From an optimization exercise on the open Yosys and OpenROAD flow, aimed at small area, a short achievable clock period and few clock cycles per item; shortcuts taken in it are not production practice. Where RTL was checked, it was by simulation tests only, not by an equivalence proof against the original. For runs 2 and 3, only the layout was checked, not whether the RTL still works. Power and IR drop assume default switching activity.

File: flow/run.sh
#!/bin/bash
# synth_recipe.tcl (not shown) runs the flow's synth.tcl, then flattens the netlist and writes it again
# the make line also repeats each setting of config.mk as NAME=value (left out here)
make -C /OpenROAD-flow-scripts/flow DESIGN_CONFIG=/design/flow/config.mk WORK_HOME=/design/flow/orfs CLKGATE_MAP_FILE= SYNTH_SCRIPT=/design/flow/synth_recipe.tcl finish
File: flow/config.mk
export PLATFORM = sky130hd
export DESIGN_NAME = grid_zone_binning
export DESIGN_NICKNAME = grid_zone_binning
export VERILOG_FILES = /design/flow/design.v
export SDC_FILE = /design/flow/constraint.sdc
export NUM_CORES = 4
export LEC_CHECK = 0
export ABC_CLOCK_PERIOD_IN_PS = 2600
export CAP_MARGIN = 20
export CORE_MARGIN = 2
export CORE_UTILIZATION = 40
export PLACE_DENSITY = 0.6
export SETUP_SLACK_MARGIN = 3.4
export SLEW_MARGIN = 20
File: flow/constraint.sdc
create_clock -name core_clock -period 6.0 [get_ports {clk}]
set_input_delay 1.2000 -clock core_clock [delete_from_list [all_inputs] [get_ports {clk}]]
set_output_delay 1.2000 -clock core_clock [all_outputs]
set_load 0.01 [all_outputs]
File: flow/design.v
package gzb_pkg;
  localparam int GRID_COLS  = 4;
  localparam int GRID_ROWS  = 4;
  localparam int ZONE_COUNT = GRID_COLS * GRID_ROWS;
  localparam int FILL_W     = 9;     
  localparam int SCR_W      = 12;
  localparam int ZS_W       = SCR_W - 2;    
  localparam int COORD_W    = 14;
  localparam logic [SCR_W-1:0] SCR_W_RESET = SCR_W'(800);
  localparam logic [SCR_W-1:0] SCR_H_RESET = SCR_W'(600);
  localparam logic OP_CLEAR  = 1'b0;
  localparam logic OP_INSERT = 1'b1;
endpackage
import gzb_pkg::*;
module gzb_lanes (
  input  logic [gzb_pkg::ZS_W-1:0]   zs,
  input  logic [11:0]                b3,
  input  logic signed [13:0]         p,
  output logic [3:0]                 hit
);
  logic [11:0] b [5];
  logic [4:0]  lt, eq;
  logic        neg, big;
  assign b[0] = 12'd0;
  assign b[1] = 12'(zs);
  assign b[2] = {1'b0, zs, 1'b0};
  assign b[3] = b3;
  assign b[4] = {zs, 2'b00};
  assign neg  = p[13];
  assign big  = !p[13] && p[12];
  always_comb begin
    for (int k = 0; k < 5; k++) begin
      lt[k] = neg || (!big && (p[11:0] < b[k]));
      eq[k] = !neg && !big && (p[11:0] == b[k]);
    end
    for (int k = 0; k < 4; k++)
      hit[k] = !lt[k] && (lt[k+1] || eq[k+1]);
  end
endmodule
import gzb_pkg::*;
module grid_zone_binning (
  input  logic                           clk,
  input  logic                           rst_n,
  input  logic                           in_tvalid,
  output logic                           in_tready,
  input  logic [55:0]                    in_tdata,
  input  logic                           in_tuser,
  output logic                           out_tvalid,
  input  logic                           out_tready,
  output logic [15:0]                    out_tdata,
  output logic [1:0]                     out_tuser,
  output logic                           out_tlast,
  input  logic                           cfg_valid,
  output logic                           cfg_ready,
  input  logic [0:0]                     cfg_index,
  input  logic [11:0]                    cfg_data
);
  logic [ZS_W-1:0] zw_r, zh_r;
  logic [11:0]     bw3_r, bh3_r, b3_new;
  logic        rdy_r, rv_r, rop_r;
  logic [3:0]  rc0_r, rr0_r;
  logic [13:0] rx1_r, ry1_r;
  logic [3:0]  c0_hit, r0_hit, c1_hit, r1_hit;
  logic [13:0] x0, y0, x1, y1;
  logic        acc;
  logic [3:0]  col_hit, row_hit;
  logic        f1v, f2v, f1op, f2op;
  logic [3:0]  f1r, f1c, f2r, f2c;
  logic        hv, hop;
  logic [3:0]  hr, hc, hcl;
  logic [3:0]  rsel, csel;
  logic        step, pop, popd, last, last_c, hit;
  logic [1:0]  n_nxt;
  logic [2:0]  n_all;
  logic [3:0]  zone;
  logic        pv_r, phit_r, plast_r, pclr_r;
  logic [3:0]  pzone_r;
  logic [15:0] sel, sel_r, we, full;
  logic [8:0]  fs, inc;
  logic [8:0]  fill_r [ZONE_COUNT];
  logic [15:0] fv_r;
  logic        ov_r;
  logic [14:0] res, o_r;         
  assign cfg_ready = 1'b1;
  assign in_tready = rdy_r;
  assign acc       = in_tvalid && rdy_r;
  assign b3_new = 12'(cfg_data[SCR_W-1:2]) + {1'b0, cfg_data[SCR_W-1:2], 1'b0};
  always_ff @(posedge clk) begin
    if (!rst_n) begin
      zw_r  <= SCR_W_RESET[SCR_W-1:2];
      zh_r  <= SCR_H_RESET[SCR_W-1:2];
      bw3_r <= 12'(3 * (SCR_W_RESET / 4));
      bh3_r <= 12'(3 * (SCR_H_RESET / 4));
    end else if (cfg_valid) begin
      if (cfg_index == 1'b0) begin
        zw_r  <= cfg_data[SCR_W-1:2];
        bw3_r <= b3_new;
      end else begin
        zh_r  <= cfg_data[SCR_W-1:2];
        bh3_r <= b3_new;
      end
    end
  end
  assign x0 = {in_tdata[20], in_tdata[20:8]};
  assign y0 = {in_tdata[33], in_tdata[33:21]};
  assign x1 = x0 + 14'(in_tdata[42:34]);
  assign y1 = y0 + 14'(in_tdata[51:43]);
  gzb_lanes u_c0 (.zs(zw_r), .b3(bw3_r), .p(x0), .hit(c0_hit));
  gzb_lanes u_r0 (.zs(zh_r), .b3(bh3_r), .p(y0), .hit(r0_hit));
  always_ff @(posedge clk) begin
    rop_r <= in_tuser;
    rc0_r <= c0_hit;
    rr0_r <= r0_hit;
    rx1_r <= x1;
    ry1_r <= y1;
  end
  gzb_lanes u_c1 (.zs(zw_r), .b3(bw3_r), .p(rx1_r), .hit(c1_hit));
  gzb_lanes u_r1 (.zs(zh_r), .b3(bh3_r), .p(ry1_r), .hit(r1_hit));
  assign col_hit = rc0_r | c1_hit;
  assign row_hit = rr0_r | r1_hit;
  always_comb begin
    rsel = '0;
    csel = '0;
    for (int i = 3; i >= 0; i--) begin
      if (hr[i])  rsel = 4'(1) << i;
      if (hcl[i]) csel = 4'(1) << i;
    end
    for (int r = 0; r < 4; r++)
      for (int c = 0; c < 4; c++)
        sel[4*r+c] = rsel[r] && csel[c] && hit;
  end
  assign hit    = hv && hop && (hr != '0) && (hc != '0);
  assign last_c = (hcl & ~csel) == '0;
  assign last   = !hit || (last_c && ((hr & ~rsel) == '0));
  assign zone   = hit ? {rsel[3] | rsel[2], rsel[3] | rsel[1],
                         csel[3] | csel[2], csel[3] | csel[1]} : 4'd0;
  assign step   = !ov_r || out_tready;
  assign pop    = !hv || (step && last);
  assign popd   = hv && step && last;
  always_ff @(posedge clk) begin
    if (!rst_n) begin
      pv_r <= 1'b0;
    end else if (step) begin
      pv_r <= hv;
    end
  end
  always_ff @(posedge clk) begin
    if (step) begin
      phit_r  <= hit;
      plast_r <= last;
      pclr_r  <= hop == OP_CLEAR;
      pzone_r <= zone;
      sel_r   <= sel;
    end
  end
  always_comb begin
    fs = '0;
    for (int z = 0; z < ZONE_COUNT; z++) begin
      fs      = fs | ({9{sel_r[z] && fv_r[z]}} & fill_r[z]);
      full[z] = fv_r[z] && fill_r[z][8];
    end
  end
  assign inc  = fs + 9'd1;
  assign we   = (step && pv_r) ? (sel_r & ~full) : '0;
  assign res  = {fs[8], phit_r, plast_r, fs[7:0], pzone_r};
  assign n_nxt = 2'(hv) + 2'(f1v) + 2'(f2v) - 2'(popd);
  assign n_all = 3'(hv) + 3'(f1v) + 3'(f2v) + 3'(rv_r);
  always_ff @(posedge clk) begin
    if (!rst_n) begin
      hv  <= 1'b0;
      f1v <= 1'b0;
      f2v <= 1'b0;
    end else begin
      hv  <= pop ? (f1v || rv_r) : 1'b1;
      f1v <= pop ? (f2v || (f1v && rv_r)) : (f1v || (hv && rv_r));
      f2v <= pop ? (f2v && rv_r) : (f2v || (f1v && rv_r));
    end
  end
  always_ff @(posedge clk) begin
    if (pop) begin
      if (f1v) begin
        hop <= f1op;
        hr  <= f1r;
        hc  <= f1c;
        hcl <= f1c;
      end else begin
        hop <= rop_r;
        hr  <= row_hit;
        hc  <= col_hit;
        hcl <= col_hit;
      end
    end else if (step) begin
      if (last_c) begin
        hr  <= hr & ~rsel;
        hcl <= hc;
      end else begin
        hcl <= hcl & ~csel;
      end
    end
    if (pop ? f2v : 1'b0) begin
      f1op <= f2op;
      f1r  <= f2r;
      f1c  <= f2c;
    end else if (n_nxt == 2'd1) begin
      f1op <= rop_r;
      f1r  <= row_hit;
      f1c  <= col_hit;
    end
    if (n_nxt == 2'd2) begin
      f2op <= rop_r;
      f2r  <= row_hit;
      f2c  <= col_hit;
    end
  end
  always_ff @(posedge clk) begin
    if (!rst_n) begin
      rv_r  <= 1'b0;
      rdy_r <= 1'b0;
    end else begin
      rv_r  <= acc;
      if (acc) rdy_r <= popd ? (n_all <= 3'd2) : (n_all <= 3'd1);
      else     rdy_r <= popd ? (n_all <= 3'd3) : (n_all <= 3'd2);
    end
  end
  always_ff @(posedge clk) begin
    if (!rst_n) begin
      fv_r <= '0;
    end else if (step && pv_r && pclr_r) begin
      fv_r <= '0;
    end else begin
      fv_r <= fv_r | we;
    end
  end
  always_ff @(posedge clk) begin
    for (int z = 0; z < ZONE_COUNT; z++)
      if (we[z]) fill_r[z] <= inc;
  end
  always_ff @(posedge clk) begin
    if (!rst_n) begin
      ov_r <= 1'b0;
    end else if (step) begin
      ov_r <= pv_r;
    end
  end
  always_ff @(posedge clk) begin
    if (step) o_r <= res;
  end
  assign out_tvalid = ov_r;
  assign out_tdata  = {4'b0000, o_r[11:0]};
  assign out_tuser  = {o_r[14], o_r[13]};
  assign out_tlast  = o_r[12];
endmodule
==> impl_metrics.tcl, run 1 <==
set metrics [dict create \
    timing.critical_path.arrival_ns 3.01 \
    worstPathMaxFanout 9 \
    tritoncts "built" \
    final_setup_violating_endpoints 0 \
    grt_util_all_layers 0.2137 \
    timing.critical_path.max_delay_family "adder cells" \
    worstMarginPinSlew_ns 0.9327 \
    synthesized_cell_area_sq_um 17200 \
    setup.worst_path.class "register to register" \
    synthDistinctLibCells 74 \
    slew_viol_final 0 \
    timing.critical_path.slowest_cell_delay_ns 0.47 \
    ys_dominant_reg_cell "edfxtp_1" \
    grt_pass1_vias 12989 \
    worstSetupPathDepth 10 \
    seq_power_share 0.460 \
    floorplan.initialDensity 0.4074 \
    port_buffer_count 77 \
    insertion_delay_of_the_later_clocked_pin_in_the_worst_skew_pair_ns 0.53 \
    path_cells "maj3_2 -> o21a_1 -> o41ai_4 -> o21bai_4 -> inv_2 -> ha_4 -> inv_2 -> fa_2 -> nor2_4 -> buf_12" \
    synth.avg_cell_area_sq_um 10.53 \
    power.switching_fraction 0.2675 \
    postRouteAntennaNets 0 \
    internal_power_uw 3950 \
    power.density_cell_area_nw_per_um2 257.2 \
    avgRoutedWirePerCell_microns 20.61 \
    setup.worst_path.start "hcl[2]" \
    worst_clock_skew_ns 0.01683 \
    p_leak_uw 0.008335 \
    syn-instance-count 1634 \
    viasPerCell 5.649 \
    worst_r2r_setup_slack_ns 3.23 \
    cp-start-kind "register" \
    timing.fmax_mhz 360.9 \
    period_share 0.4618 \
    cp_data_required_time_ns 6.24 \
    hold_path_class "register to register" \
    layout-drive-gt1-share 0.1639 \
    dieHeight_microns 211.4 \
    final_net_count 2050 \
    cp.buffers_inverters 3 \
    dp_hpwl_microns 33780 \
    ff2ff_path_depth 10 \
    fraction_of_the_yosys_area_taken_by_sequential_cells 0.4905 \
    most-common-layout-cells "edfxtp_1, ha_1, nand3_1" \
    cts_root_buffer "clkbuf_16" \
    dieArea_sq_um 44690 \
    dp.cells 2195 \
    finalCoreUtilization 0.4966 \
    cts-buffers-inserted 35 \
    synth-seq-cells 315 \
    hold-path-cell-count 0 \
    cts.reportedPaths.clkPinSlew_ns 0.06 \
    max-vdd-ir-drop_mv 0.2106 \
    first_pass_grt_wire_length_microns 72890 \
    yosysWarningCount 4 \
    layout_commonest_cell "edfxtp_1" \
    setup-tns-final_ns 0 \
    endpoint "f2c[0]" \
    core_sq_um 42230 \
    fin_crit_ns 2.771 \
    timing.slew.headroom 0.3767 \
    p_clk_frac 0.381 \
    drc_errors 0 \
    power.share.combinational 0.158 \
    max_cap_violations 0 \
    hold_violations 0 \
    row_count 75 \
    totalWireLength_microns 48080 \
    synthArstFlopShare 0 \
    status "finished clean" \
    clock_tree.buffer_depth 3 \
    clock-sinks 315 \
    critPathCaptureType "register" \
    layoutNonFillerInstCount 2333 \
    num-fill-cells 3816 \
    whs_ns 0.4219 \
    dr_total_vias 13178 \
    synth_edf_count 213 \
    grt_start_max_net_pins 39 \
    critPathMostFrequentCell "inv_2" \
    gp_routability_congestion 0.8642 \
    initial_drt_markers 919 \
    area_delta_synth_final_pct 21.88 \
    design.portCount 97 \
    cp_slowest_cell "fa_2" \
    setup_slack_ns 3.229 \
    h-tree-depth 2 \
    rr_endpoint "f2c[0]" \
    initial_antenna_violation_count 0 \
    detailedRoute.firstPassIterationCount 5 \
    rsz0062_at_grt "yes" \
    antenna_cells 0 \
    global_route.overflow_total 0 \
    worst_reg2reg_startpoint "hcl[2]" \
    placement.setup.worst_slack_ns 2.239 \
    die_w_microns 211.4 \
    p_sw_uw 1443 \
]
-- cells in the mapped netlist (7+ instances only) --
master / count / area (sq um)
o31ai_1: 8 / 60.06
ha_1: 201 / 2515
edfxtp_1: 213 / 6396
and3_1: 9 / 56.30
o21ai_0: 45 / 225.2
or3_1: 7 / 43.79
nand4_1: 67 / 419.2
nand3b_1: 7 / 52.55
inv_1: 110 / 412.9
nand2_1: 117 / 439.2
clkbuf_1: 57 / 214.0
a21oi_1: 117 / 585.6
xnor2_1: 26 / 227.7
dfxtp_1: 102 / 2042
a211oi_1: 17 / 127.6
mux2_4: 8 / 120.1
o211ai_1: 23 / 172.7
o211a_1: 7 / 70.07
nor3_1: 16 / 80.08
nor4_1: 19 / 118.9
a21o_1: 25 / 187.7
nor2_1: 98 / 367.9
o21bai_1: 7 / 52.55
nor2b_1: 18 / 112.6
nand2b_1: 8 / 50.05
nand3_1: 162 / 810.8
o21a_1: 28 / 210.2
-- routing by layer --
layer  vias up  wire (microns)  share of wire  track usage
met2       324           23300           0.48       0.3675
li1       6346               -              -            -
met5         -               0              0            0
met4         0            1372          0.029      0.06994
met1      6423           21140           0.44       0.2780
met3        85            2273          0.047      0.02893
-- cell type report --
type | instances | area (sq um) | share of cell area
Clock buffer | 47 | 932.1 | 0.04445
Multi-Input combinational cell | 1146 | 8847 | 0.4219
Inverter | 111 | 440.4 | 0.02100
Sequential cell | 315 | 8453 | 0.4031
Tap cell | 539 | 674.4 | 0.03216
Timing Repair Buffer | 160 | 1471 | 0.07017
Clock inverter | 15 | 150.1 | 0.007160
-- how the worst min path moves through the flow --
stage | start | endpoint
after floorplan | pzone_r[0] | o_r[0]
after global placement | plast_r | o_r[12]
after detailed placement | plast_r | o_r[12]
after CTS | plast_r | o_r[12]
after global routing | pzone_r[1] | o_r[1]
final | plast_r | o_r[12]
-- power by group through the flow --
stage	clock [uW]	combinational [uW]	sequential, uW
final	2060	853	2480
after detailed placement	0	783	2530
after global placement	0	746	2530
after floorplan	0	572	2470
after CTS	2100	818	2480
after global routing	2180	964	2490
-- repair_timing --
action / CTS / global route
hold buffers: 0 / 0
cloned: 2 / 0
setup buffers: 57 / 17
pin swaps: 29 / 33
resized for setup: 106 / 95
setup endpoints to repair: 366 / 130
-- state kept, by name, indices dropped and copies added (netlist names), 9 cells and up --
signal	flops
zw_r	10
zh_r	9
fv_r	16
fill_r	144
ry1_r	14
bw3_r	11
rx1_r	14
bh3_r	12
o_r	15
sel_r	16
-- cells by family after synthesis --
kind of cell	Yosys count	synth area share
muxes	13	0.009964
AOI/OAI and AO/OA	328	0.1253
and+or+nand+nor	560	0.1635
other	2	0.0004365
xor gates and xnor gates	32	0.01629
adders and majority gates	207	0.1527
buffers and inverters	177	0.04138
DFF	315	0.4905
-- per-stage QoR --
| stage | cell area (sq um) | power [uW] |
|---|---|---|
| after floorplan | 17580 | 3042 |
| after global placement | 18800 | 3274 |
| after detailed placement | 18800 | 3311 |
| after CTS | 20600 | 5393 |
| after global routing | 20970 | 5636 |
| final | 20970 | 5393 |
Testbench counts, summed over its fixed seeds: cycles 8,777, items 4,800.
==> run 2, diff against run 1 <==
--- a/flow/design.v
+++ b/flow/design.v
@@ -75,11 +75,12 @@
   logic [3:0]  zone;
   logic        pv_r, phit_r, plast_r, pclr_r;
   logic [3:0]  pzone_r;
-  logic [15:0] sel, sel_r, we, full;
-  logic [8:0]  fs, inc;
+  logic [15:0] sel, sel_r, we;
+  logic [8:0]  fs_raw, fs, inc;
+  logic        same;
   logic [8:0]  fill_r [ZONE_COUNT];
   logic [15:0] fv_r;
-  logic        ov_r;
+  logic        ov_r, oclr_r;
   logic [14:0] res, o_r;         
   assign cfg_ready = 1'b1;
   assign in_tready = rdy_r;
@@ -101,8 +102,8 @@
       end
     end
   end
-  assign x0 = {in_tdata[20], in_tdata[20:8]};
-  assign y0 = {in_tdata[33], in_tdata[33:21]};
+  assign x0 = 14'($signed(in_tdata[20:8]));
+  assign y0 = 14'($signed(in_tdata[33:21]));
   assign x1 = x0 + 14'(in_tdata[42:34]);
   assign y1 = y0 + 14'(in_tdata[51:43]);
   gzb_lanes u_c0 (.zs(zw_r), .b3(bw3_r), .p(x0), .hit(c0_hit));
@@ -154,15 +155,18 @@
     end
   end
   always_comb begin
-    fs = '0;
-    for (int z = 0; z < ZONE_COUNT; z++) begin
-      fs      = fs | ({9{sel_r[z] && fv_r[z]}} & fill_r[z]);
-      full[z] = fv_r[z] && fill_r[z][8];
-    end
-  end
-  assign inc  = fs + 9'd1;
-  assign we   = (step && pv_r) ? (sel_r & ~full) : '0;
+    fs_raw = '0;
+    for (int z = 0; z < ZONE_COUNT; z++)
+      fs_raw = fs_raw | ({9{sel_r[z] && fv_r[z]}} & fill_r[z]);
+  end
+  assign inc  = o_r[14] ? 9'd256 : ({1'b0, o_r[11:4]} + 9'd1);
+  assign same = phit_r && ov_r && o_r[13] && (o_r[3:0] == pzone_r);
+  assign fs   = (ov_r && oclr_r) ? 9'd0 : (same ? inc : fs_raw);
   assign res  = {fs[8], phit_r, plast_r, fs[7:0], pzone_r};
+  always_comb begin
+    for (int z = 0; z < ZONE_COUNT; z++)
+      we[z] = step && ov_r && o_r[13] && !o_r[14] && (o_r[3:0] == 4'(z));
+  end
   assign n_nxt = 2'(hv) + 2'(f1v) + 2'(f2v) - 2'(popd);
   assign n_all = 3'(hv) + 3'(f1v) + 3'(f2v) + 3'(rv_r);
   always_ff @(posedge clk) begin
@@ -225,7 +229,7 @@
   always_ff @(posedge clk) begin
     if (!rst_n) begin
       fv_r <= '0;
-    end else if (step && pv_r && pclr_r) begin
+    end else if (step && ov_r && oclr_r) begin
       fv_r <= '0;
     end else begin
       fv_r <= fv_r | we;
@@ -243,7 +247,10 @@
     end
   end
   always_ff @(posedge clk) begin
-    if (step) o_r <= res;
+    if (step) begin
+      o_r    <= res;
+      oclr_r <= pclr_r;
+    end
   end
   assign out_tvalid = ov_r;
   assign out_tdata  = {4'b0000, o_r[11:0]};
==> run 2 against run 1 <==
- still clean on timing, DRC and antenna
- non-clock buffer count down 25
- core utilization down 1.7 points
- die area down 0.56%
- sequential power about the same
- clock power down 8%
- register-to-register slack worse by 0.12 ns
- critical path type is now primary input to register
- critical endpoint is now f2c[1]
==> impl_metrics.tcl, run 2 <==
set metrics [dict create \
    seq_power_share 0.473 \
    drc_errors 0 \
    area_delta_synth_final_pct 17.98 \
    min_from "plast_r" \
    die_w_microns 210.8 \
    reg.largest.list "fill_r: 144 flops, fv_r: 16 flops, sel_r: 16 flops" \
    setup-tns-final_ns 0 \
    hold_violations 0 \
    slew_viol_final 0 \
    cp_data_required_time_ns 6.30 \
    stdcell_area_sq_um 20180 \
    rsz0062_at_grt "yes" \
    tritoncts "built" \
    setup.worst_path.class "primary input to register" \
    hold_buffers 0 \
    gp_routability_congestion 0.8455 \
    fin_crit_ns 2.898 \
    cp.buffers_inverters 5 \
    postRouteAntennaNets 0 \
    internal_power_uw 3836 \
    yosysWarningCount 4 \
    totalWireLength_microns 43410 \
    synthDistinctLibCells 83 \
    dr_total_vias 12346 \
    p_clk_frac 0.363 \
    fraction_of_the_yosys_area_taken_by_sequential_cells 0.4950 \
    max_cap_violations 0 \
    avgRoutedWirePerCell_microns 19.68 \
    hold_path_end "o_r[12]" \
    synth.avg_cell_area_sq_um 11.23 \
    worst_reg2reg_startpoint "hcl[2]" \
    critPathCaptureType "register" \
    antenna_cells 0 \
    insertion_delay_of_the_later_clocked_pin_in_the_worst_skew_pair_ns 0.58 \
    grt_util_all_layers 0.1959 \
    h-tree-depth 1 \
    layout_commonest_cell "edfxtp_1" \
    initial_drt_markers 737 \
    timing.critical_path.max_delay_family "buffers and inverters" \
    p_leak_uw 0.008408 \
    global_route.overflow_total 0 \
    timing.slew.headroom 0.3126 \
    largest_register "fill_r" \
    grt_start_max_net_pins 41 \
    cts_root_buffer "clkbuf_16" \
    power.share.combinational 0.164 \
    worst_r2r_setup_slack_ns 3.11 \
    synth_edf_count 214 \
    first_pass_grt_wire_length_microns 68330 \
    timing.fmax_mhz 345.1 \
    clock_tree.buffer_depth 3 \
    core_sq_um 42040 \
    cts-buffers-inserted 31 \
    clock-sinks 316 \
    synth_commonest_cells "edfxtp_1, ha_1, dfxtp_1" \
    cp-start-kind "primary input" \
    cts.reportedPaths.clkPinSlew_ns 0.06 \
    worstMarginPinSlew_ns 1.027 \
    syn-instance-count 1523 \
    worstPathMaxFanout 9 \
    hold_path_class "register to register" \
    period_share 0.4830 \
    path_cells "dlygate4sd2_1 -> nor2b_4 -> clkinvlp_4 -> nand2_2 -> nor2_1 -> ha_1 -> inv_1 -> fa_2 -> xnor2_2 -> buf_4 -> nor2_4 -> buf_12" \
    grt_pass1_vias 12485 \
    status "finished clean" \
    synth-seq-cells 316 \
    floorplan.initialDensity 0.4069 \
    row_count 75 \
    detailedRoute.firstPassIterationCount 6 \
    final_net_count 1923 \
    synth_area_leader_cell "edfxtp_1" \
    synthesized_cell_area_sq_um 17110 \
    p_sw_uw 1382 \
    ff2ff_path_depth 12 \
    placedInstanceArea_sq_um 18550 \
    power.density_cell_area_nw_per_um2 258.6 \
    largest_register_ff_count 144 \
    ys_dominant_reg_cell "edfxtp_1" \
    netlist_top_cells_area "edfxtp_1, ha_1, dfxtp_1" \
    worst_clock_skew_ns 0.01088 \
    dieArea_sq_um 44440 \
    rr_endpoint "f2c[1]" \
    dieHeight_microns 210.8 \
    timing.critical_path.arrival_ns 3.20 \
    cp_slowest_cell "fa_2" \
    viasPerCell 5.597 \
    synth.most_common_cell "edfxtp_1" \
    dp_hpwl_microns 31330 \
    final_setup_violating_endpoints 0 \
    synth_top_area_share 0.3757 \
    most-common-layout-cells "edfxtp_1, ha_1, dfxtp_1" \
    layout-drive-gt1-share 0.1362 \
    timing.critical_path.slowest_cell_delay_ns 0.35 \
    hold-path-cell-count 0 \
    port_buffer_count 77 \
    initial_antenna_violation_count 1 \
    design.portCount 97 \
    power.switching_fraction 0.2649 \
    max-vdd-ir-drop_mv 0.2563 \
    synthArstFlopShare 0 \
]
-- run 2: changes by cell type in the layout (fill, tap and decap cells not counted), sizes merged, moves of 13 or more --
cell / previous run / this run
a22o: 1 / 31
nand3: 162 / 26
buf: 87 / 64
nand4: 67 / 42
and2: 7 / 20
nand2: 119 / 100
dlygate4sd2: 23 / 36
a21oi: 117 / 88
a221oi: 2 / 36
-- run 2: kinds of logic after synthesis --
logic type,share of synthesized area
DFF,0.4950
and+or+nand+nor,0.1181
muxes,0.01485
other,0.0004390
AOI/OAI and AO/OA,0.1633
buffers and inverters,0.03679
xor gates and xnor gates,0.01792
adders and majority gates,0.1535
-- run 2: worst reg2reg max path, stage by stage (launching register included) --
cell	delay (ns)
edfxtp_1	0.44
maj3_2	0.35
or2_1	0.25
a311oi_2	0.31
nor2_2	0.09
nor2_1	0.10
ha_1	0.13
inv_1	0.04
fa_2	0.35
xnor2_2	0.16
buf_4	0.15
nor2_4	0.09
buf_12	0.14
-- run 2: worst max-delay path by stage --
stage	startpoint	end	slack, ns	cells past startpoint
floorplan	out_tready	f1c[0]	2.46	10
global placement	out_tready	f2c[2]	2.22	10
detailed placement	out_tready	f2c[2]	2.20	10
CTS	hcl[2]	f2c[2]	3.09	12
global route	hcl[2]	f2c[2]	2.94	12
finish	out_tready	f2c[1]	3.10	12
-- run 2: metrics by stage --
step	setup WS, ns	utilization	hold slack (ns)	instances	total power (uW)
detailed placement	2.200	0.4413	0.4065	2101	3303
global route	2.942	0.4801	0.4204	2206	5461
global placement	2.218	0.4411	0.4017	2101	3270
finish	3.102	0.4801	0.4254	2206	5218
CTS	3.094	0.4729	0.4109	2185	5221
floorplan	2.463	-	0.4003	1526	3052
-- run 2: what timing repair did --
item,4_1_cts,5_1_grt
endpoints found under the setup margin,218,103
pin swaps,18,23
buffers inserted,26,21
resized for setup,115,46
cloned,0,0
-- run 2: final cells by class --
type	count	area (sq um)
clock buffers	42	867.1
clock inverters	16	123.9
fillers	3881	21860
inverters	103	395.4
multi-input cells	1055	8451
flip-flops and latches	316	8473
well taps	539	674.4
repair buffers	135	1197
-- run 2: power groups by stage --
stage	logic [uW]	registers [uW]	clock network [uW]
5_1_grt	966	2480	2020
4_1_cts	820	2470	1930
3_5_place_dp	784	2520	0
2_1_floorplan	571	2480	0
6_report	855	2470	1890
3_3_place_gp	752	2520	0
-- run 2: routing by layer --
layer	vias up	routed length, microns	track usage
li1	6011	-	-
met1	5977	18270	0.2416
met2	287	22330	0.3627
met3	69	1857	0.02453
met4	2	937	0.04687
met5	-	12	0
==> run 3, diff against run 2 <==
--- a/flow/design.v
+++ b/flow/design.v
@@ -70,7 +70,7 @@
   logic [3:0]  hr, hc, hcl;
   logic [3:0]  rsel, csel;
   logic        step, pop, popd, last, last_c, hit;
-  logic [1:0]  n_nxt;
+  logic        f1_ld, f2_ld;
   logic [2:0]  n_all;
   logic [3:0]  zone;
   logic        pv_r, phit_r, plast_r, pclr_r;
@@ -102,8 +102,8 @@
       end
     end
   end
-  assign x0 = 14'($signed(in_tdata[20:8]));
-  assign y0 = 14'($signed(in_tdata[33:21]));
+  assign x0 = {in_tdata[20], in_tdata[20:8]};
+  assign y0 = {in_tdata[33], in_tdata[33:21]};
   assign x1 = x0 + 14'(in_tdata[42:34]);
   assign y1 = y0 + 14'(in_tdata[51:43]);
   gzb_lanes u_c0 (.zs(zw_r), .b3(bw3_r), .p(x0), .hit(c0_hit));
@@ -167,7 +167,8 @@
     for (int z = 0; z < ZONE_COUNT; z++)
       we[z] = step && ov_r && o_r[13] && !o_r[14] && (o_r[3:0] == 4'(z));
   end
-  assign n_nxt = 2'(hv) + 2'(f1v) + 2'(f2v) - 2'(popd);
+  assign f1_ld = popd ? (f2v || (rv_r && f1v)) : (rv_r && hv && !f1v);
+  assign f2_ld = rv_r && (popd ? f2v : (f1v && !f2v));
   assign n_all = 3'(hv) + 3'(f1v) + 3'(f2v) + 3'(rv_r);
   always_ff @(posedge clk) begin
     if (!rst_n) begin
@@ -201,16 +202,12 @@
         hcl <= hcl & ~csel;
       end
     end
-    if (pop ? f2v : 1'b0) begin
-      f1op <= f2op;
-      f1r  <= f2r;
-      f1c  <= f2c;
-    end else if (n_nxt == 2'd1) begin
-      f1op <= rop_r;
-      f1r  <= row_hit;
-      f1c  <= col_hit;
-    end
-    if (n_nxt == 2'd2) begin
+    if (f1_ld) begin
+      f1op <= f2v ? f2op : rop_r;
+      f1r  <= f2v ? f2r  : row_hit;
+      f1c  <= f2v ? f2c  : col_hit;
+    end
+    if (f2_ld) begin
       f2op <= rop_r;
       f2r  <= row_hit;
       f2c  <= col_hit;
==> run 3 against run 2 <==
- total power grew 3.0%
- register-to-register slack gained 0.33 ns
- synthesized area shrank 0.21%
- critical endpoint is now fill_r[1][8]
- global-route usage grew 0.71 points
- via count grew 2.6%
- die area shrank 0.21%
- highest routed layer unchanged
- routed wire length grew 4.3%
- largest power group unchanged
- fmax grew 11%
- first-iteration DRC count grew 13%
- core utilization grew 0.071 points
- clock power grew 9%
==> impl_metrics.tcl, run 3 <==
set metrics [dict create \
    dp.cells 2150 \
    tritoncts "built" \
    finalCoreUtilization 0.4808 \
    drc_errors 0 \
    final_setup_violating_endpoints 0 \
    cts-buffers-inserted 34 \
    p_leak_uw 0.008211 \
    synth.avg_cell_area_sq_um 10.90 \
    reg.largest.list "fill_r: 144 flops, fv_r: 16 flops, sel_r: 16 flops" \
    timing.critical_path.max_delay_family "simple AND/OR/NAND/NOR gates" \
    postRouteAntennaNets 0 \
    most-common-layout-cells "edfxtp_1, ha_1, inv_1" \
    num-fill-cells 3863 \
    slew_viol_final 0 \
    syn-instance-count 1566 \
    antenna_cells 0 \
    design.portCount 97 \
    viasPerCell 5.641 \
    layoutNonFillerInstCount 2246 \
    synth_commonest_cells "edfxtp_1, ha_1, nor2_1" \
    gp_routability_congestion 0.8648 \
    status "finished clean" \
    synth_top_area_share 0.3765 \
    placedInstanceArea_sq_um 18540 \
    dieHeight_microns 210.6 \
    largest_register "fill_r" \
    fraction_of_the_yosys_area_taken_by_sequential_cells 0.4961 \
    initial_drt_markers 835 \
    global_route.overflow_total 0 \
    dr_total_vias 12669 \
    worstMarginPinSlew_ns 1.061 \
    timing.fmax_mhz 382.2 \
    max_cap_violations 0 \
    ys_dominant_reg_cell "edfxtp_1" \
    netlist_top_cells_area "edfxtp_1, ha_1, dfxtp_1" \
    totalWireLength_microns 45260 \
    max-vdd-ir-drop_mv 0.2157 \
    critPathCaptureType "register" \
    detailedRoute.firstPassIterationCount 6 \
    dp_hpwl_microns 31970 \
    cp_slowest_cell "nor3_4" \
    grt_start_max_net_pins 40 \
    timing.critical_path.slowest_cell_delay_ns 0.63 \
    path_cells "dlygate4sd2_1 -> nand4b_1 -> nor2_1 -> nand2_1 -> nor3_4" \
    synth_area_leader_cell "edfxtp_1" \
    grt_pass1_vias 12373 \
    cp.buffers_inverters 1 \
    die_w_microns 210.6 \
    h-tree-depth 2 \
    clock_tree.buffer_depth 3 \
    cp_data_required_time_ns 6.16 \
    yosysWarningCount 4 \
    dieArea_sq_um 44340 \
    hold_path_class "register to register" \
    fin_crit_ns 2.616 \
    synth_edf_count 214 \
    synthArstFlopShare 0 \
    rsz0062_at_grt "yes" \
    synthesized_cell_area_sq_um 17070 \
    area_delta_synth_final_pct 18.41 \
    first_pass_grt_wire_length_microns 69970 \
    worst_clock_skew_ns 0.02462 \
    cp-start-kind "primary input" \
    initial_antenna_violation_count 1 \
    grt_util_all_layers 0.2031 \
    cts_root_buffer "clkbuf_16" \
    final_net_count 1960 \
    synthDistinctLibCells 80 \
    stdcell_area_sq_um 20210 \
    power.density_cell_area_nw_per_um2 265.8 \
    avgRoutedWirePerCell_microns 20.15 \
    largest_register_ff_count 144 \
    insertion_delay_of_the_later_clocked_pin_in_the_worst_skew_pair_ns 0.54 \
    clock-sinks 316 \
    floorplan.initialDensity 0.4060 \
    worstPathMaxFanout 10 \
    timing.slew.headroom 0.2902 \
    layout-drive-gt1-share 0.1295 \
    hold_violations 0 \
    layout_commonest_cell "edfxtp_1" \
    setup.worst_path.class "primary input to register" \
    setup-tns-final_ns 0 \
    row_count 75 \
    synth.most_common_cell "edfxtp_1" \
    cts.reportedPaths.clkPinSlew_ns 0.06 \
    synth-seq-cells 316 \
    period_share 0.4360 \
    port_buffer_count 77 \
    core_sq_um 42040 \
    timing.critical_path.arrival_ns 2.78 \
]
[run 3: cell count changes after synthesis, moves of 6 or more]
cell	previous run	this run
mux2i_1	10	4
o21ai_0	42	54
a22oi_1	12	43
a221oi_1	35	19
nor2_1	96	115
mux2_4	8	0
a22o_1	31	16
and3_1	12	6
nor3_1	17	30
inv_1	100	113
[run 3: layer usage]
| metal | wire length [microns] | share of wire | vias to the layer above | global-route usage |
|---|---|---|---|---|
| met1 | 19770 | 0.44 | 6178 | 0.2657 |
| met4 | 998 | 0.022 | 2 | 0.05512 |
| met3 | 2256 | 0.050 | 69 | 0.03173 |
| met5 | 13 | 0.00029 | - | 0 |
| li1 | - | - | 6113 | - |
| met2 | 22230 | 0.49 | 307 | 0.3495 |
[run 3: final cells by class]
type / count / area, sq um / area share
Clock buffer: 43 / 915.9 / 0.04531
Multi-Input combinational cell: 1085 / 8371 / 0.4141
Inverter: 114 / 435.4 / 0.02154
Timing Repair Buffer: 130 / 1175 / 0.05813
Tap cell: 539 / 674.4 / 0.03337
Sequential cell: 316 / 8473 / 0.4192
Clock inverter: 19 / 167.7 / 0.008295
[run 3: logic make-up after synthesis]
logic type / after synthesis / share of synthesized area
buf+inv: 168 / 0.03914
xor+xnor: 33 / 0.01693
mux: 12 / 0.007623
flops: 316 / 0.4961
simple gates: 427 / 0.1229
compound gates: 403 / 0.1649
other cells: 2 / 0.0004400
fa+ha+maj: 205 / 0.1519
[run 3: path summary, 6_finish.rpt]
kind	from	end	slack [ns]	cells past startpoint
min reg2reg	pclr_r	oclr_r	0.42	0
max reg2reg	hcl[1]	f1r[0]	3.44	7
min	pclr_r	oclr_r	0.42	0
max	out_tready	fill_r[1][8]	3.38	5
[run 3: power by group]
part / leakage (uW) / switching, uW / internal, uW
combinational: 0.00465 / 466 / 372
clock: 0.000535 / 878 / 1180
sequential: 0.00302 / 92.0 / 2380
[run 3: stage by stage]
| stage | setup WS [ns] | hold WS (ns) | total power (uW) |
|---|---|---|---|
| detailed placement | 2.365 | 0.4083 | 3305 |
| global route | 3.321 | 0.4304 | 5617 |
| CTS | 3.255 | 0.4232 | 5374 |
| floorplan | 3.010 | 0.4003 | 3044 |
| global placement | 2.358 | 0.4046 | 3275 |
| finish | 3.384 | 0.4209 | 5373 |
[run 3: repair_timing]
action	CTS	global route
gates resized for setup	112	57
pin swaps	21	24
buffers inserted	25	9
hold buffers	0	0
setup endpoints to repair	206	108
==> run 4, diff against run 3 <==
--- a/flow/design.v
+++ b/flow/design.v
@@ -80,7 +80,7 @@
   logic        same;
   logic [8:0]  fill_r [ZONE_COUNT];
   logic [15:0] fv_r;
-  logic        ov_r, oclr_r;
+  logic        ov_r, oclr_r, wpend_r;
   logic [14:0] res, o_r;         
   assign cfg_ready = 1'b1;
   assign in_tready = rdy_r;
@@ -165,7 +165,7 @@
   assign res  = {fs[8], phit_r, plast_r, fs[7:0], pzone_r};
   always_comb begin
     for (int z = 0; z < ZONE_COUNT; z++)
-      we[z] = step && ov_r && o_r[13] && !o_r[14] && (o_r[3:0] == 4'(z));
+      we[z] = wpend_r && o_r[13] && !o_r[14] && (o_r[3:0] == 4'(z));
   end
   assign f1_ld = popd ? (f2v || (rv_r && f1v)) : (rv_r && hv && !f1v);
   assign f2_ld = rv_r && (popd ? f2v : (f1v && !f2v));
@@ -226,7 +226,7 @@
   always_ff @(posedge clk) begin
     if (!rst_n) begin
       fv_r <= '0;
-    end else if (step && ov_r && oclr_r) begin
+    end else if (wpend_r && oclr_r) begin
       fv_r <= '0;
     end else begin
       fv_r <= fv_r | we;
@@ -238,9 +238,11 @@
   end
   always_ff @(posedge clk) begin
     if (!rst_n) begin
-      ov_r <= 1'b0;
-    end else if (step) begin
-      ov_r <= pv_r;
+      ov_r    <= 1'b0;
+      wpend_r <= 1'b0;
+    end else begin
+      if (step) ov_r <= pv_r;
+      wpend_r <= step && pv_r;
     end
   end
   always_ff @(posedge clk) begin
==> run 4 against run 3 <==
- largest power group unchanged
- die area up 0.62%
- non-clock buffer count up 7
- clock power up 7%
- combinational power down 2%
- setup slack better by 0.047 ns
- highest routed layer unchanged
- flip-flop and latch count up 1
- critical path type unchanged
- still clean on timing, DRC and antenna
- fmax up 1.8%
- worst hold slack better by 0.0040 ns
==> impl_metrics.tcl, run 4 <==
set metrics [dict create \
    antenna_cells 0 \
    grt_pass1_vias 12491 \
    worstPathMaxFanout 5 \
    synth_edf_count 214 \
    final_net_count 1961 \
    worst_r2r_setup_slack_ns 3.47 \
    max_cap_violations 0 \
    h-tree-depth 2 \
    finalCoreUtilization 0.4817 \
    area_delta_synth_final_pct 18.16 \
    tritoncts "built" \
    regArea_sq_um 8496 \
    timing.slew.headroom 0.3242 \
    syn-instance-count 1561 \
    clock-sinks 317 \
    clock_tree.buffer_depth 3 \
    dieHeight_microns 211.2 \
    yosysWarningCount 4 \
    postRouteAntennaNets 0 \
    initial_antenna_violation_count 1 \
    status "finished clean" \
    die_w_microns 211.2 \
    timing.fmax_mhz 389.2 \
    power.density_cell_area_nw_per_um2 272.1 \
    setup.worst_path.class "primary input to register" \
    cts_root_buffer "clkbuf_16" \
    cp-start-kind "primary input" \
    worstMarginPinSlew_ns 1.010 \
    floorplan.initialDensity 0.4077 \
    synthesized_cell_area_sq_um 17180 \
    synth.most_common_cell "edfxtp_1" \
    avgRoutedWirePerCell_microns 20.50 \
    synth-seq-cells 317 \
    detailedRoute.firstPassIterationCount 5 \
    hold_violations 0 \
    slew_viol_final 0 \
    reg.largest.list "fill_r: 144 flops, fv_r: 16 flops, sel_r: 16 flops" \
    synthArstFlopShare 0 \
    synth_top_area_share 0.3741 \
    dieArea_sq_um 44620 \
    fraction_of_the_yosys_area_taken_by_sequential_cells 0.4941 \
    num-fill-cells 3866 \
    setup-tns-final_ns 0 \
    max-vdd-ir-drop_mv 0.2064 \
    global_route.overflow_total 0 \
    period_share 0.4282 \
    cp_slowest_cell "or4b_4" \
    synth_area_leader_cell "edfxtp_1" \
    layout-drive-gt1-share 0.1358 \
    design.portCount 97 \
    cp_data_required_time_ns 6.44 \
    insertion_delay_of_the_later_clocked_pin_in_the_worst_skew_pair_ns 0.55 \
    first_pass_grt_wire_length_microns 71250 \
    most-common-layout-cells "edfxtp_1, ha_1, nand2_1" \
    rsz0062_at_grt "yes" \
    fin_crit_ns 2.569 \
    netlist_top_cells_area "edfxtp_1, ha_1, dfxtp_1" \
    layout_commonest_cell "edfxtp_1" \
    drc_errors 0 \
    row_count 75 \
    totalWireLength_microns 46060 \
    largest_register "fill_r" \
    port_buffer_count 77 \
    synth.avg_cell_area_sq_um 11.00 \
    final_setup_violating_endpoints 0 \
    largest_register_ff_count 144 \
    timing.critical_path.slowest_cell_delay_ns 0.50 \
    synthDistinctLibCells 77 \
    ys_dominant_reg_cell "edfxtp_1" \
    dp_hpwl_microns 32030 \
    worst_clock_skew_ns 0.02415 \
    cts-buffers-inserted 37 \
    synth_commonest_cells "edfxtp_1, ha_1, nand2_1" \
    gp_routability_congestion 0.8589 \
    core_sq_um 42130 \
    timing.critical_path.arrival_ns 3.01 \
    cts.reportedPaths.clkPinSlew_ns 0.06 \
    critPathCaptureType "register" \
    hold_path_class "register to register" \
    dr_total_vias 12740 \
    grt_util_all_layers 0.2069 \
    p_leak_uw 0.008108 \
    initial_drt_markers 870 \
    viasPerCell 5.670 \
    path_cells "buf_2 -> ha_4 -> nor2b_2 -> o21ai_2 -> a21boi_2 -> o311a_1 -> or4b_4 -> o311ai_2" \
    grt_start_max_net_pins 41 \
    multi_input_comb_area_sq_um 8381 \
]
==> run 4: cell count changes after synthesis, sizes merged, moves of 6 or more <==
cell / change
a21o: -7
a22o: +17
and4: +6
a22oi: -33
nand2: +10
a21oi: +13
inv: -13
nor2: -24
nor3: -11
a221oi: +18
==> run 4: critical path, delay by kind of cell <==
family,cells,cell delay [ns]
AO/OA/AOI/OAI,4,0.75
buffers and inverters,1,0.18
AND/OR/NAND/NOR,2,0.65
adder cells (fa/ha/maj),1,0.23
==> run 4: cell families after synthesis <==
logic type,count (synthesis),share of synthesized area
compound gates,414,0.1686
buf+inv,160,0.03707
fa+ha+maj,205,0.1510
flops,317,0.4941
other cells,2,0.0004372
mux,18,0.01114
simple gates,415,0.1223
xor+xnor,30,0.01530
==> run 4: timing repair <==
item / 4_1_cts / 5_1_grt
hold buffers: 0 / 0
buffers inserted: 17 / 23
gates resized for setup: 94 / 82
endpoints found under the setup margin: 78 / 71
endpoints found under the hold margin: 0 / 0
pin swaps: 15 / 25
==> run 4: metal layers <==
metal | track usage | routed length [microns] | part of all wire
met1 | 0.2737 | 20620 | 0.45
met2 | 0.3566 | 22340 | 0.48
met3 | 0.02899 | 2302 | 0.050
met4 | 0.05197 | 789 | 0.017
met5 | 0 | 13 | 0.00028
==> run 4: path summary, 6_finish.rpt <==
path	from	end	cells past startpoint
setup / recovery	in_tdata[23]	ry1_r[10]	8
hold / removal	plast_r	o_r[12]	0
hold reg to reg	plast_r	o_r[12]	0
setup reg to reg	hcl[1]	f2r[0]	8
==> run 4: cell type report <==
class,instances,area share
Sequential cell,317,0.4186
Multi-Input combinational cell,1087,0.4129
Tap cell,539,0.03323
Clock inverter,22,0.01153
Timing Repair Buffer,137,0.05714
Clock buffer,43,0.04722
Inverter,102,0.01942
==> run 4: where the power goes <==
part	switching [uW]	internal (uW)	leakage (uW)
clock	927	1290	0.000582
sequential	99.5	2390	0.00289
combinational	452	370	0.00464
==> run 4: stage by stage <==
stage | total power (uW) | instance area (sq um) | cells | hold WS (ns) | setup slack, ns
6_report | 5523 | 20300 | 2247 | 0.4249 | 3.431
3_3_place_gp | 3271 | 18620 | 2142 | 0.4058 | 2.350
3_5_place_dp | 3307 | 18620 | 2142 | 0.4072 | 2.336
4_1_cts | 5520 | 19980 | 2224 | 0.4209 | 3.209
2_1_floorplan | 3042 | 17280 | 1564 | 0.4003 | 3.004
5_1_grt | 5762 | 20300 | 2247 | 0.4427 | 3.346
Testbench counts of run 4, summed over its fixed seeds: cycles 8,777, items 4,800.
==> run 5, diff against run 4 <==
==> flow/flow/run.sh (new file) <==
#!/bin/bash
# standard layout, with plain buffers (not delay cells) on the ports
set -o pipefail
export BUFFER_PORTS_ARGS="-buffer_cell sky130_fd_sc_hd__buf_2"
bash standard.sh > standard.log 2>&1
==> flow/standard.sh (new file) <==
#!/bin/bash
# synth_recipe.tcl (not shown) runs the flow's synth.tcl, then flattens the netlist and writes it again
# the make line also repeats each setting of config.mk as NAME=value (left out here)
make -C /OpenROAD-flow-scripts/flow DESIGN_CONFIG=/design/flow/config.mk WORK_HOME=/design/flow/orfs CLKGATE_MAP_FILE= SYNTH_SCRIPT=/design/flow/synth_recipe.tcl "${@:-finish}"
--- a/flow/config.mk
+++ b/flow/config.mk
@@ -9,6 +9,7 @@
 export CAP_MARGIN = 20
 export CORE_MARGIN = 2
 export CORE_UTILIZATION = 40
+export CTS_BUF_LIST = sky130_fd_sc_hd__clkbuf_8
 export PLACE_DENSITY = 0.6
 export SETUP_SLACK_MARGIN = 3.4
 export SLEW_MARGIN = 20
removed: flow/run.sh
==> run 5 against run 4 <==
- synthesized area stayed put
- critical endpoint is now out_tdata[1]
- sequential power hardly changed
- clock power is 18% lower
- cell area is 4.3% lower
- still clean
==> impl_metrics.tcl, run 5 <==
set metrics [dict create \
    ys_dominant_reg_cell "edfxtp_1" \
    core_sq_um 42130 \
    area_delta_synth_final_pct 13.05 \
    grt_pass1_vias 12664 \
    hold_path_class "register to register" \
    synthDistinctLibCells 77 \
    syn-instance-count 1561 \
    timing.critical_path.max_delay_family "flip-flops" \
    worstPathMaxFanout 6 \
    hold_buffers 0 \
    die_w_microns 211.2 \
    design.portCount 97 \
    stdcell_area_sq_um 19420 \
    timing.critical_path.arrival_ns 1.32 \
    dr_total_vias 12789 \
    cp.buffers_inverters 1 \
    max-vdd-ir-drop_mv 0.1543 \
    rr_endpoint "f1r[1]" \
    hold-path-cell-count 0 \
    timing.critical_path.slowest_cell_delay_ns 0.51 \
    cts.reportedPaths.clkPinSlew_ns 0.06 \
    worst_clock_skew_ns 0.02027 \
    reg.largest.list "fill_r: 144 flops, fv_r: 16 flops, sel_r: 16 flops" \
    worst_r2r_setup_slack_ns 3.49 \
    grt_start_max_net_pins 27 \
    max_cap_violations 0 \
    dieHeight_microns 211.2 \
    path_cells "buf_2" \
    placedInstanceArea_sq_um 18240 \
    layout_commonest_cell "edfxtp_1" \
    synth.avg_cell_area_sq_um 11.00 \
    synthArstFlopShare 0 \
    hold_violations 0 \
    port_buffer_count 77 \
    synth.most_common_cell "edfxtp_1" \
    global_route.overflow_total 0 \
    clock_tree.buffer_depth 3 \
    rsz0062_at_grt "yes" \
    antenna_cells 0 \
    cp_data_required_time_ns 4.80 \
    synth_commonest_cells "edfxtp_1, ha_1, nand2_1" \
    fin_total_pwr_uw 5087 \
    setup-tns-final_ns 0 \
    cp-start-kind "register" \
    tritoncts "built" \
    setup.worst_path.class "register to output port" \
    h-tree-depth 2 \
    viasPerCell 5.692 \
    synth_area_leader_cell "edfxtp_1" \
    avgRoutedWirePerCell_microns 20.40 \
    hold_path_end "oclr_r" \
    cts-buffers-inserted 52 \
    worst_reg2reg_startpoint "zh_r[2]" \
    largest_register_ff_count 144 \
    detailedRoute.firstPassIterationCount 5 \
    fraction_of_the_yosys_area_taken_by_sequential_cells 0.4941 \
    totalWireLength_microns 45830 \
    first_pass_grt_wire_length_microns 70520 \
    synth-seq-cells 317 \
    synthesized_cell_area_sq_um 17180 \
    initial_antenna_violation_count 1 \
    period_share 0.4203 \
    gp_routability_congestion 0.8909 \
    drc_errors 0 \
    ff2ff_path_depth 8 \
    final_net_count 1951 \
    dieArea_sq_um 44620 \
    synth_edf_count 214 \
    p_leak_uw 0.007826 \
    final_setup_violating_endpoints 0 \
    slew_viol_final 0 \
    status "finished clean" \
    timing.slew.headroom 0.3147 \
    initial_drt_markers 749 \
    worstMarginPinSlew_ns 1.024 \
    fin_crit_ns 2.522 \
    floorplan.initialDensity 0.4077 \
    critPathCaptureType "output port" \
    netlist_top_cells_area "edfxtp_1, ha_1, dfxtp_1" \
    postRouteAntennaNets 0 \
    worstSetupPathDepth 1 \
    insertion_delay_of_the_later_clocked_pin_in_the_worst_skew_pair_ns 0.62 \
    row_count 75 \
    grt_util_all_layers 0.2044 \
    timing.fmax_mhz 396.5 \
    largest_register "fill_r" \
    dp_hpwl_microns 32040 \
    cts_root_buffer "clkbuf_8" \
    layout-drive-gt1-share 0.1423 \
    power.density_cell_area_nw_per_um2 261.9 \
    clock-sinks 317 \
    most-common-layout-cells "edfxtp_1, ha_1, inv_1" \
    cp_slowest_cell "edfxtp_1" \
    synth_top_area_share 0.3741 \
    yosysWarningCount 4 \
    min_from "pclr_r" \
]
## run 5: layout make-up
cell class                 count  area [sq um]
sequential                   317          8492
clock inverter                34         217.7
inverter                     102         390.4
timing repair inverter         2         12.51
fill                        3940         22710
clock buffer                  56         770.7
timing repair buffer         110         633.1
multi-input combinational   1087          8229
tap                          539         674.4
## run 5: what timing repair did
action,CTS,global route
gates resized for setup,7,15
setup buffers,3,9
cloned,2,0
pin swaps,1,6
endpoints found under the setup margin,28,31
## run 5: per-stage QoR
stage | std cells | setup slack (ns) | hold WS [ns] | util
global route | 2247 | 3.327 | 0.4228 | 0.4609
global placement | 2143 | 2.256 | 0.4049 | 0.4329
finish | 2247 | 3.478 | 0.4179 | 0.4609
detailed placement | 2143 | 2.228 | 0.4066 | 0.4329
floorplan | 1564 | 3.004 | 0.4003 | -
CTS | 2238 | 3.401 | 0.4209 | 0.4578
## run 5: cells by family after synthesis
kind of cell | synth area share
muxes | 0.01114
buffers and inverters | 0.03707
xor gates and xnor gates | 0.01530
and+or+nand+nor | 0.1223
DFF | 0.4941
adders and majority gates | 0.1510
AOI/OAI and AO/OA | 0.1686
other | 0.0004372
## run 5: power breakdown
part           total [uW]  switching (uW)  internal (uW)
clock                1820             872            951
sequential           2490            99.0           2390
combinational         777             439            338
total                5090            1410           3680
## run 5: how the worst max path moves through the flow
stage | from | end | slack [ns]
after global placement | out_tready | f2r[0] | 2.26
after CTS | hv | hr[1] | 3.40
after floorplan | out_tready | f2c[0] | 3.00
after global routing | hv | hr[1] | 3.33
after detailed placement | out_tready | f2r[0] | 2.23
final | o_r[1] | out_tdata[1] | 3.48
## run 5: layer usage
layer | vias up | GRT usage | part of all wire
met5 | - | 0 | 0.00028
met4 | 2 | 0.06751 | 0.027
met3 | 79 | 0.03360 | 0.060
met2 | 362 | 0.3438 | 0.47
met1 | 6210 | 0.2683 | 0.44
li1 | 6136 | - | -
==> run 6, diff against run 5 <==
--- a/flow/config.mk
+++ b/flow/config.mk
@@ -9,7 +9,6 @@
 export CAP_MARGIN = 20
 export CORE_MARGIN = 2
 export CORE_UTILIZATION = 40
-export CTS_BUF_LIST = sky130_fd_sc_hd__clkbuf_8
 export PLACE_DENSITY = 0.6
 export SETUP_SLACK_MARGIN = 3.4
 export SLEW_MARGIN = 20
==> run 6 against run 5 <==
- flip-flop and latch count did not move
- core utilization rose by 0.59 points
- routed wire length fell by 0.42%
- critical path type is now primary input to register
- critical endpoint is now ry1_r[10]
==> impl_metrics.tcl, run 6 <==
set metrics [dict create \
    timing.slew.headroom 0.3168 \
    layout-drive-gt1-share 0.1457 \
    detailedRoute.firstPassIterationCount 5 \
    fraction_of_the_yosys_area_taken_by_sequential_cells 0.4941 \
    clock-sinks 317 \
    grt_start_max_net_pins 27 \
    fin_crit_ns 2.579 \
    synth_edf_count 214 \
    h-tree-depth 2 \
    internal_power_uw 3964 \
    dp_hpwl_microns 32040 \
    synth_area_leader_cell "edfxtp_1" \
    largest_register_ff_count 144 \
    die_w_microns 211.2 \
    gp_routability_congestion 0.8909 \
    num-fill-cells 3894 \
    viasPerCell 5.736 \
    power.share.combinational 0.146 \
    cts-buffers-inserted 35 \
    first_pass_grt_wire_length_microns 70240 \
    row_count 75 \
    area_delta_synth_final_pct 14.50 \
    fin_total_pwr_uw 5399 \
    totalWireLength_microns 45640 \
    tritoncts "built" \
    clock_tree.buffer_depth 3 \
    grt_util_all_layers 0.2037 \
    multi_input_comb_area_sq_um 8263 \
    p_leak_uw 0.007842 \
    ys_dominant_reg_cell "edfxtp_1" \
    regArea_sq_um 8489 \
    layout_commonest_cell "edfxtp_1" \
    power.density_cell_area_nw_per_um2 274.5 \
    dr_total_vias 12775 \
    insertion_delay_of_the_later_clocked_pin_in_the_worst_skew_pair_ns 0.54 \
    final_setup_violating_endpoints 0 \
    dieArea_sq_um 44620 \
    design.portCount 97 \
    setup.worst_path.class "primary input to register" \
    cts.reportedPaths.clkPinSlew_ns 0.06 \
    grt_pass1_vias 12581 \
    timing.critical_path.arrival_ns 3.02 \
    cts_root_buffer "clkbuf_16" \
    status "finished clean" \
    critPathCaptureType "register" \
    netlist_top_cells_area "edfxtp_1, ha_1, dfxtp_1" \
    placement.setup.worst_slack_ns 2.228 \
    final_net_count 1940 \
    dieHeight_microns 211.2 \
    stdcell_area_sq_um 19670 \
    synth-seq-cells 317 \
    floorplan.initialDensity 0.4077 \
    core_sq_um 42130 \
    synth_commonest_cells "edfxtp_1, ha_1, nand2_1" \
    setup-tns-final_ns 0 \
    worstMarginPinSlew_ns 1.021 \
    worstPathMaxFanout 3 \
    synth.avg_cell_area_sq_um 11.00 \
    antenna_cells 0 \
    timing.fmax_mhz 387.8 \
    hold_buffers 0 \
    synthDistinctLibCells 77 \
    seq_power_share 0.460 \
    max_cap_violations 0 \
    whs_ns 0.4185 \
    postRouteAntennaNets 0 \
    syn-instance-count 1561 \
    cp-start-kind "primary input" \
    placedInstanceArea_sq_um 18240 \
    p_clk_frac 0.393 \
    slew_viol_final 0 \
    synth.most_common_cell "edfxtp_1" \
    drc_errors 0 \
    reg.largest.list "fill_r: 144 flops, fv_r: 16 flops, sel_r: 16 flops" \
    synth_top_area_share 0.3741 \
    p_sw_uw 1435 \
    period_share 0.4298 \
    port_buffer_count 77 \
    worst_clock_skew_ns 0.01371 \
    power.switching_fraction 0.2658 \
    avgRoutedWirePerCell_microns 20.49 \
    largest_register "fill_r" \
    most-common-layout-cells "edfxtp_1, ha_1, nand2_1" \
    synthesized_cell_area_sq_um 17180 \
    initial_antenna_violation_count 1 \
    initial_drt_markers 842 \
    synthArstFlopShare 0 \
    hold_violations 0 \
    max-vdd-ir-drop_mv 0.2117 \
    rsz0062_at_grt "yes" \
    hold_path_class "register to register" \
    cp_data_required_time_ns 6.44 \
    setup_slack_ns 3.421 \
    yosysWarningCount 4 \
    global_route.overflow_total 0 \
]
run 6: cell counts after synthesis:
No cell type changed its count.
run 6: path summary, 6_finish.rpt:
check                                  to  depth (start not counted)  slack, ns    startpoint
worst min-delay path               oclr_r                          0       0.42        pclr_r
worst min register to register     oclr_r                          0       0.42        pclr_r
worst max-delay path            ry1_r[10]                         10       3.42  in_tdata[21]
worst max register to register     f1c[0]                          8       3.49       zw_r[5]
run 6: power by group through the flow:
stage               clock network (uW)  logic [uW]  registers, uW
floorplan                            0         561           2480
global placement                     0         716           2530
detailed placement                   0         750           2530
CTS                               2180         762           2480
global route                      2260         902           2490
finish                            2120         791           2490
run 6: cell families (layout without fill, tap and decap cells):
family	after synthesis	in the layout	share of synthesized area
AO/OA/AOI/OAI	414	414	0.1686
XOR/XNOR	30	30	0.01530
adder cells (fa/ha/maj)	205	205	0.1510
buffers and inverters	160	284	0.03707
flip-flops	317	317	0.4941
multiplexers	18	18	0.01114
other	2	5	0.0004372
AND/OR/NAND/NOR	415	415	0.1223
run 6: critical path, cell delays in order:
cell and delay, ns:
buf_8 0.10, ha_4 0.15, inv_2 0.05, fa_2 0.21, nor2b_2 0.05, o21ai_2 0.18
a21boi_2 0.09, o311a_1 0.39, or4b_1 0.52, o311ai_1 0.10
run 6: what timing repair did:
item,CTS,global route
buffers inserted,4,13
cloned,2,0
setup endpoints to repair,32,38
gates resized for setup,9,32
pin swaps,4,16
run 6: cell type report:
type                       instances  share of cell area
clock buffer                      47             0.04885
clock inverter                    17            0.008715
inverter                         102             0.01985
multi-input combinational       1087              0.4201
sequential                       317              0.4316
tap                              539             0.03429
timing repair buffer             116             0.03607
timing repair inverter             2           0.0005089
run 6: metrics by stage:
step | utilization | cells
3_3_place_gp | 0.4329 | 2143
4_1_cts | 0.4615 | 2213
3_5_place_dp | 0.4329 | 2143
5_1_grt | 0.4668 | 2227
2_1_floorplan | - | 1564
6_report | 0.4668 | 2227
run 6: per-layer routing:
metal / vias up / share of wire / track usage
li1: 6103 / - / -
met1: 6207 / 0.44 / 0.2673
met2: 372 / 0.47 / 0.3407
met3: 91 / 0.059 / 0.03494
met4: 2 / 0.028 / 0.06848
met5: - / 0.00028 / 0
==> run 7, diff against run 6 <==
--- a/flow/config.mk
+++ b/flow/config.mk
@@ -9,6 +9,7 @@
 export CAP_MARGIN = 20
 export CORE_MARGIN = 2
 export CORE_UTILIZATION = 40
+export CTS_BUF_LIST = sky130_fd_sc_hd__clkbuf_4
 export PLACE_DENSITY = 0.6
 export SETUP_SLACK_MARGIN = 3.4
 export SLEW_MARGIN = 20
==> run 7 against run 6 <==
- still clean
- worst hold slack better by 0.0028 ns
- critical path depth is 9 lower
- total power is 3.1% lower
- register-to-register slack hardly changed
- sequential share of layout area is 0.20 points lower
- synthesized area stayed put
- first-iteration DRC count is 1.2% higher
- cell count is 5.0% higher
- cell area is 0.52% higher
- sequential power hardly changed
- non-clock buffer count is 17 higher
==> impl_metrics.tcl, run 7 <==
set metrics [dict create \
    grt_pass1_vias 13085 \
    grt_util_all_layers 0.2095 \
    hold_violations 0 \
    fraction_of_the_yosys_area_taken_by_sequential_cells 0.4941 \
    initial_antenna_violation_count 3 \
    path_cells "buf_2" \
    synth_area_leader_cell "edfxtp_1" \
    design.portCount 97 \
    die_w_microns 211.2 \
    most-common-layout-cells "edfxtp_1, ha_1, clkbuf_4" \
    synthArstFlopShare 0 \
    netlist_top_cells_area "edfxtp_1, ha_1, dfxtp_1" \
    clock-sinks 317 \
    setup.worst_path.class "register to output port" \
    totalWireLength_microns 46870 \
    detailedRoute.firstPassIterationCount 7 \
    post_synth_xor_area_fraction 0.01530 \
    largest_register_ff_count 144 \
    floorplan.initialDensity 0.4077 \
    fin_total_pwr_uw 5234 \
    synth_simple_gate_area_frac 0.1223 \
    regArea_sq_um 8494 \
    timing.slew.headroom 0.2738 \
    area_delta_synth_final_pct 15.10 \
    insertion_delay_of_the_later_clocked_pin_in_the_worst_skew_pair_ns 0.77 \
    timing.fmax_mhz 390.6 \
    multi_input_comb_area_sq_um 8245 \
    layout-drive-gt1-share 0.1899 \
    worstPathMaxFanout 2 \
    row_count 75 \
    reg.largest.list "fill_r: 144 flops, fv_r: 16 flops, sel_r: 16 flops" \
    dieHeight_microns 211.2 \
    cp_slowest_cell "edfxtp_1" \
    gp_routability_congestion 0.8909 \
    timing.critical_path.slowest_cell_delay_ns 0.45 \
    largest_register "fill_r" \
    avgRoutedWirePerCell_microns 20.05 \
    cp.buffers_inverters 1 \
    viasPerCell 5.627 \
    post_synth_fa_ha_maj_area_fraction 0.1510 \
    hold_path_class "register to register" \
    tritoncts "built" \
    postRouteAntennaNets 0 \
    synth.avg_cell_area_sq_um 11.00 \
    clock_tree.buffer_depth 3 \
    slew_viol_final 0 \
    timing.critical_path.arrival_ns 1.36 \
    synth.most_common_cell "edfxtp_1" \
    final_setup_violating_endpoints 0 \
    initial_drt_markers 852 \
    ff2ff_path_depth 8 \
    syn-instance-count 1561 \
    timing.critical_path.max_delay_family "flip-flops" \
    worst_reg2reg_startpoint "zh_r[2]" \
    h-tree-depth 3 \
    final_net_count 2008 \
    endpoint "out_tuser[1]" \
    setup-tns-final_ns 0 \
    max_cap_violations 0 \
    power.density_cell_area_nw_per_um2 264.7 \
    worstSetupPathDepth 1 \
    synth_compound_area_frac 0.1686 \
    critPathCaptureType "output port" \
    cts_root_buffer "clkbuf_4" \
    dp_hpwl_microns 32040 \
    p_leak_uw 0.008032 \
    dieArea_sq_um 44620 \
    rr_endpoint "f1r[1]" \
    synth_edf_count 214 \
    first_pass_grt_wire_length_microns 71770 \
    cts.reportedPaths.clkPinSlew_ns 0.06 \
    hold-path-cell-count 0 \
    core_sq_um 42130 \
    cts-buffers-inserted 86 \
    global_route.overflow_total 0 \
    synth-seq-cells 317 \
    status "finished clean" \
    setup.worst_path.start "o_r[14]" \
    dr_total_vias 13156 \
    synth_top_area_share 0.3741 \
    period_share 0.4267 \
    layout_commonest_cell "edfxtp_1" \
    worstMarginPinSlew_ns 1.085 \
    fin_crit_ns 2.560 \
    rsz0062_at_grt "yes" \
    worst_r2r_setup_slack_ns 3.50 \
    dominant_combinational_cell_family_by_area_after_synthesis "compound AO/OA/AOI/OAI gates" \
    yosysWarningCount 4 \
    max-vdd-ir-drop_mv 0.1816 \
    worst_clock_skew_ns 0.05211 \
    synthMuxAreaShare 0.01114 \
    synth_commonest_cells "edfxtp_1, ha_1, nand2_1" \
    synthDistinctLibCells 77 \
    port_buffer_count 77 \
    num-fill-cells 3918 \
    cp-start-kind "register" \
    synthesized_cell_area_sq_um 17180 \
    cp_data_required_time_ns 4.80 \
    ys_dominant_reg_cell "edfxtp_1" \
    drc_errors 0 \
    grt_start_max_net_pins 27 \
    hold_buffers 0 \
]
==> run 7: metrics by stage <==
| step | area, sq um | setup WS [ns] | hold WS, ns | utilization | cells |
|---|---|---|---|---|---|
| 2_1_floorplan | 17280 | 3.004 | 0.4003 | - | 1564 |
| 3_3_place_gp | 18240 | 2.256 | 0.4049 | 0.4329 | 2143 |
| 3_5_place_dp | 18240 | 2.228 | 0.4066 | 0.4329 | 2143 |
| 4_1_cts | 19550 | 3.357 | 0.4266 | 0.4641 | 2319 |
| 5_1_grt | 19770 | 3.328 | 0.4274 | 0.4693 | 2338 |
| 6_report | 19770 | 3.440 | 0.4212 | 0.4693 | 2338 |
==> run 7: cell type report <==
| class | instances | share of cell area |
|---|---|---|
| sequential | 317 | 0.4296 |
| clock inverter | 27 | 0.007910 |
| clock buffer | 128 | 0.04860 |
| tap | 539 | 0.03411 |
| timing repair inverter | 2 | 0.0005063 |
| inverter | 102 | 0.01974 |
| antenna | 3 | 0.0003797 |
| timing repair buffer | 133 | 0.04208 |
| multi-input combinational | 1087 | 0.4170 |
==> run 7: what timing repair did <==
item                                    CTS  global route
gates cloned                              2             0
pin swaps                                 1             6
gates resized for setup                  12            18
setup buffers                            19            14
endpoints found under the setup margin   40            42
==> run 7: worst min-delay path by stage <==
stage	startpoint	endpoint	slack, ns
floorplan	plast_r	o_r[12]	0.40
detailed placement	pclr_r	oclr_r	0.41
global placement	plast_r	o_r[12]	0.40
CTS	pclr_r	oclr_r	0.43
global route	pclr_r	oclr_r	0.43
finish	pclr_r	oclr_r	0.42
==> run 7: metal layers <==
metal	GRT usage	share of wire
met5	0	0.00028
met4	0.07164	0.024
met3	0.04564	0.061
met2	0.3512	0.48
met1	0.2678	0.43
==> run 7: logic make-up after synthesis <==
logic type	count (synthesis)
AOI/OAI and AO/OA	414
xor gates and xnor gates	30
adders and majority gates	205
buffers and inverters	160
DFF	317
muxes	18
other	2
and+or+nand+nor	415
==> run 7: power breakdown <==
part	switching, uW	internal (uW)	total (uW)
registers	99.6	2390	2490
logic	446	344	790
clock network	930	1030	1960
total	1480	3760	5230

-- port drivers added, routing unchanged --
Ports are ideal in the flow. The routed layouts listed here were re-timed in OpenROAD.
Step 1, drivers: a clkbuf_16 drives clk and a buf_2 each remaining input, both assumed.
Step 2 moves the port delays by t, midway between the first and last clock arrival at a register: inputs arrive t later, outputs are due t later. That takes back most of the time a late clock gives input paths.
a / b / c = no drivers / after step 1 / after step 2; a / b = the first two.
run | t (ns) | setup WS [ns] | hold slack, ns | worst setup path after step 2 | worst slew at a driven data input, ns
run 1 | 0.575 | 3.229 / 3.229 / 2.795 | 0.422 / 0.422 / 0.422 | input to register | 0.05
run 2 | 0.626 | 3.102 / 3.115 / 2.505 | 0.425 / 0.425 / 0.425 | input to register | 0.05
run 3 | 0.581 | 3.384 / 3.368 / 2.823 | 0.421 / 0.421 / 0.421 | input to register | 0.05
run 4 | 0.593 | 3.431 / 3.401 / 2.862 | 0.425 / 0.425 / 0.425 | input to register | 0.07
run 5 | 0.658 | 3.478 / 3.428 / 2.870 | 0.418 / 0.418 / 0.418 | input to register | 0.07
run 6 | 0.588 | 3.421 / 3.440 / 2.852 | 0.418 / 0.418 / 0.418 | input to register | 0.07
run 7 | 0.797 | 3.440 / 3.388 / 2.750 | 0.421 / 0.421 / 0.421 | input to register | 0.07
After both steps every run listed still meets setup and hold. The setup slack of run 7, which loses most, moves by -0.052 ns with the drivers and by -0.690 ns with both steps.
